Background: an optimization exercise with open tools, aiming at small area and a short achievable clock period. Do not read the settings as production practice. At most, simulation tests tie the RTL to the original design; equivalence was not proved.

==> run a: inputs <==
==> flow/design.v <==
module data_mem_responder #(
  parameter int DEPTH       = 128,
  parameter int WAIT_CYCLES = 2
) (
  input  logic        clk_i,
  input  logic        rst_i,
  input  logic        req_i,
  input  logic        we_i,
  input  logic [31:0] addr_i,
  input  logic [31:0] data_i,
  output logic        ack_o,
  output logic [31:0] data_o,
  output logic        err_o,
  output logic        busy_o
);
  localparam int NW = 128;   
  localparam int NT = 64;    
  localparam int NP = 32;    
  logic       busy_q, st1_q, st2_q;
  logic       accept;
  logic [6:0] rot_q;         
  logic        we_q, err_q, err_in;
  logic [31:0] wd_q;
  logic [6:0]  s_q, s_nx;    
  logic [NW-1:0][31:0] ring_d;
  logic [NW-1:0]       ring_v, ring_v_nx;
  logic          wlive_nx;
  logic [NP-1:0] wr_q, wrn_q, wr_nx;
  logic [NT-1:0] rd_sel_q;
  logic [31:0]   rd_data;
  assign accept = req_i & ~busy_q;
  assign busy_o = busy_q;
  assign err_in = (|addr_i[1:0]) | (|addr_i[31:9]);
  always_ff @(posedge clk_i or posedge rst_i) begin
    if (rst_i) begin
      busy_q <= 1'b0;
      st1_q  <= 1'b0;
      st2_q  <= 1'b0;
      ack_o  <= 1'b0;
      err_o  <= 1'b0;
      rot_q  <= '0;
    end else begin
      busy_q <= accept | st1_q | st2_q;
      st1_q  <= accept;
      st2_q  <= st1_q;
      ack_o  <= st2_q;
      err_o  <= st2_q & err_q;
      rot_q  <= rot_q + 7'd1;
    end
  end
  assign s_nx = busy_q ? s_q + 7'd1 : addr_i[8:2] + rot_q + 7'd2;
  always_ff @(posedge clk_i) begin
    s_q <= s_nx;
    if (!busy_q) begin
      we_q  <= we_i;
      err_q <= err_in;
      wd_q  <= data_i;
    end
  end
  assign wlive_nx = busy_q ? (we_q & ~err_q) : (accept & we_i & ~err_in);
  always_comb
    for (int q = 0; q < NP; q++)
      wr_nx[q] = wlive_nx & (s_nx[1:0] == 2'd0) & (s_nx[6:2] == 5'(q));
  always_ff @(posedge clk_i or posedge rst_i) begin
    if (rst_i) wr_q <= '0;
    else       wr_q <= wr_nx;
  end
  always_ff @(posedge clk_i) wrn_q <= ~wr_nx;
  always_ff @(posedge clk_i) begin
    for (int p = 0; p < NW; p++) begin
      if (p % 4 == 0) ring_d[p] <= ({32{wr_q[p/4]}} & wd_q) | ({32{wrn_q[p/4]}} & ring_d[(p + NW - 1) % NW]);
      else            ring_d[p] <= ring_d[(p + NW - 1) % NW];
    end
  end
  always_comb begin
    for (int p = 0; p < NW; p++) begin
      if (p % 4 == 0) ring_v_nx[p] = wr_q[p/4] | ring_v[(p + NW - 1) % NW];
      else            ring_v_nx[p] = ring_v[(p + NW - 1) % NW];
    end
  end
  always_ff @(posedge clk_i or posedge rst_i) begin
    if (rst_i) ring_v <= '0;
    else       ring_v <= ring_v_nx;
  end
  always_ff @(posedge clk_i) begin
    for (int j = 0; j < NT; j++) rd_sel_q[j] <= (s_nx[6:1] == 6'(j)) & ring_v_nx[2*j];
  end
  always_comb begin
    rd_data = '0;
    for (int j = 0; j < NT; j++) rd_data = rd_data | ({32{rd_sel_q[j]}} & ring_d[2*j]);
  end
  always_ff @(posedge clk_i) begin
    if (s_q[0]) data_o <= rd_data;
  end
endmodule
==> flow/run.sh <==
#!/bin/bash
# synth_recipe.tcl (not shown) runs the flow's synth.tcl, then flattens the netlist and writes it again
# the make line also repeats each setting of config.mk as NAME=value (left out here)
make -C /OpenROAD-flow-scripts/flow DESIGN_CONFIG=/design/flow/config.mk WORK_HOME=/design/flow/orfs CLKGATE_MAP_FILE= SYNTH_SCRIPT=/design/flow/synth_recipe.tcl finish
==> flow/config.mk <==
export PLATFORM = sky130hd
export DESIGN_NAME = data_mem_responder
export DESIGN_NICKNAME = data_mem_responder
export VERILOG_FILES = /design/flow/design.v
export SDC_FILE = /design/flow/constraint.sdc
export NUM_CORES = 4
export LEC_CHECK = 0
export CAP_MARGIN = 20
export CORE_MARGIN = 2
export CORE_UTILIZATION = 30
export PLACE_DENSITY = 0.5
export SETUP_SLACK_MARGIN = 3.0
export SLEW_MARGIN = 20
==> flow/constraint.sdc <==
create_clock -name core_clock -period 6.0 [get_ports {clk_i}]
set_input_delay 1.2000 -clock core_clock [delete_from_list [all_inputs] [get_ports {clk_i}]]
set_output_delay 1.2000 -clock core_clock [all_outputs]
set_load 0.01 [all_outputs]
==> run b: changes against run a <==
==> flow/design.v (replaced) <==
module data_mem_responder #(
  parameter int DEPTH       = 128,
  parameter int WAIT_CYCLES = 2
) (
  input  logic        clk_i,
  input  logic        rst_i,
  input  logic        req_i,
  input  logic        we_i,
  input  logic [31:0] addr_i,
  input  logic [31:0] data_i,
  output logic        ack_o,
  output logic [31:0] data_o,
  output logic        err_o,
  output logic        busy_o
);
  localparam int         IDX_W     = $clog2(DEPTH);
  localparam logic [3:0] WAIT_LAST = (WAIT_CYCLES == 0) ? 4'd0 : 4'(WAIT_CYCLES - 1);
  typedef enum logic [1:0] {
    IDLE,
    WAIT,
    RESP
  } state_t;
  state_t            state, next_state;
  logic [3:0]        wait_cnt;
  logic              req_we;
  logic [31:0]       req_addr;
  logic [31:0]       req_data;
  logic              cur_we;
  logic [31:0]       cur_addr;
  logic [31:0]       cur_data;
  logic [IDX_W-1:0]  idx;
  logic              addr_err;
  logic              accept;
  logic              commit;
  logic [31:0]       mem [DEPTH];
  always_comb begin
    next_state = state;
    accept     = 1'b0;
    case (state)
      IDLE: begin
        if (req_i) begin
          accept     = 1'b1;
          next_state = (WAIT_CYCLES > 0) ? WAIT : RESP;
        end
      end
      WAIT:    if (wait_cnt == WAIT_LAST) next_state = RESP;
      RESP:    next_state = IDLE;
      default: next_state = IDLE;
    endcase
  end
  always_comb begin
    cur_we   = req_we;
    cur_addr = req_addr;
    cur_data = req_data;
    if (state == IDLE) begin
      cur_we   = we_i;
      cur_addr = addr_i;
      cur_data = data_i;
    end
  end
  assign idx    = cur_addr[IDX_W+1:2];
  assign commit = (next_state == RESP);
  assign addr_err = (|cur_addr[1:0]) || (|cur_addr[31:IDX_W+2]);
  always_ff @(posedge clk_i or posedge rst_i) begin
    if (rst_i) begin
      state    <= IDLE;
      wait_cnt <= 4'd0;
      req_we   <= 1'b0;
      req_addr <= '0;
      req_data <= '0;
    end else begin
      state <= next_state;
      if (accept) begin
        wait_cnt <= 4'd0;
        req_we   <= we_i;
        req_addr <= addr_i;
        req_data <= data_i;
      end else if (state == WAIT) begin
        wait_cnt <= wait_cnt + 4'd1;
      end
    end
  end
  always_ff @(posedge clk_i or posedge rst_i) begin
    if (rst_i) begin
      ack_o  <= 1'b0;
      err_o  <= 1'b0;
      data_o <= '0;
    end else begin
      ack_o <= commit;
      err_o <= commit && addr_err;
      if (commit && !cur_we && !addr_err) data_o <= mem[idx];
    end
  end
  always_ff @(posedge clk_i or posedge rst_i) begin
    if (rst_i) begin
      for (int i = 0; i < DEPTH; i++) mem[i] <= '0;
    end else if (commit && cur_we && !addr_err) begin
      mem[idx] <= cur_data;
    end
  end
  assign busy_o = (state != IDLE);
endmodule
SETUP_SLACK_MARGIN = default   (was 3.0)
==> out/metrics.yaml <==
grtUsageMet2: 0.371
post_cts_buffers: 0
ys_ff_latch: 4201
whs_ns: 0.478
final_cell_mix: "nand2_1, dfrtp_1, o21ai_0"
top_register: "mem"
synth_flop_cell: "dfrtp_1"
regToRegSetupSlack_ns: 0.49
synth-adder-area-share: 0.000146
seq_power_share: 0.401
status: "finished clean"
p_int_mw: 47.0
wl_met1_um: 319000
grt_pass1_vias: 131000
fmax_mhz: 181
hold_depth: 2
That was run b.
==> out/metrics.yaml <==
status: "finished clean"
largest_cell_class: "registers"
synth-adder-area-share: 0.00161
worstMarginPinSlew_ns: 1.23
regToRegSetupSlack_ns: 2.97
grtUsageMet2: 0.398
p_int_mw: 46.0
ys_ff_latch: 4437
netlist_instances: 7537
wl_met1_um: 204000
post_cts_buffers: 19
grt_pass1_vias: 70400
multi_input_area_share: 0.161
worst-path-stages: 5
clock_net_power_mw: 27.4
fmax_mhz: 329
hold_depth: 0
async_flop_share: 0.0388
final_cell_mix: "dfxtp_1, a22o_1, a221oi_1"
seq_power_share: 0.503
That was run a.
No functional check of the RTL was part of run a.

[what the ideal ports hide]
How much do the figures lean on ideal ports? The routed layouts below were timed once more, with nothing changed but the port constraints. Step 1, drivers: a clkbuf_16 drives clk_i and a buf_2 each remaining input, both assumed. Step 2 moves the port delays by t, midway between the first and last clock arrival at a register: inputs arrive t later, outputs are due t later. That takes back most of the time a late clock gives input paths. a / b / c = ideal ports / drivers / drivers and shift; a / b = the first two.
run	t, ns	setup WS [ns]	pins driven straight from the clock port
run a	1.036	2.965 / 2.931 / 2.135	1
run b	1.153	0.489 / 0.489 / -0.553	1
Met with ideal ports but missed after step 2: setup timing in run b. For run b, which loses most, drivers alone change the setup slack by 0.000 ns; drivers and shift together by -1.042 ns.
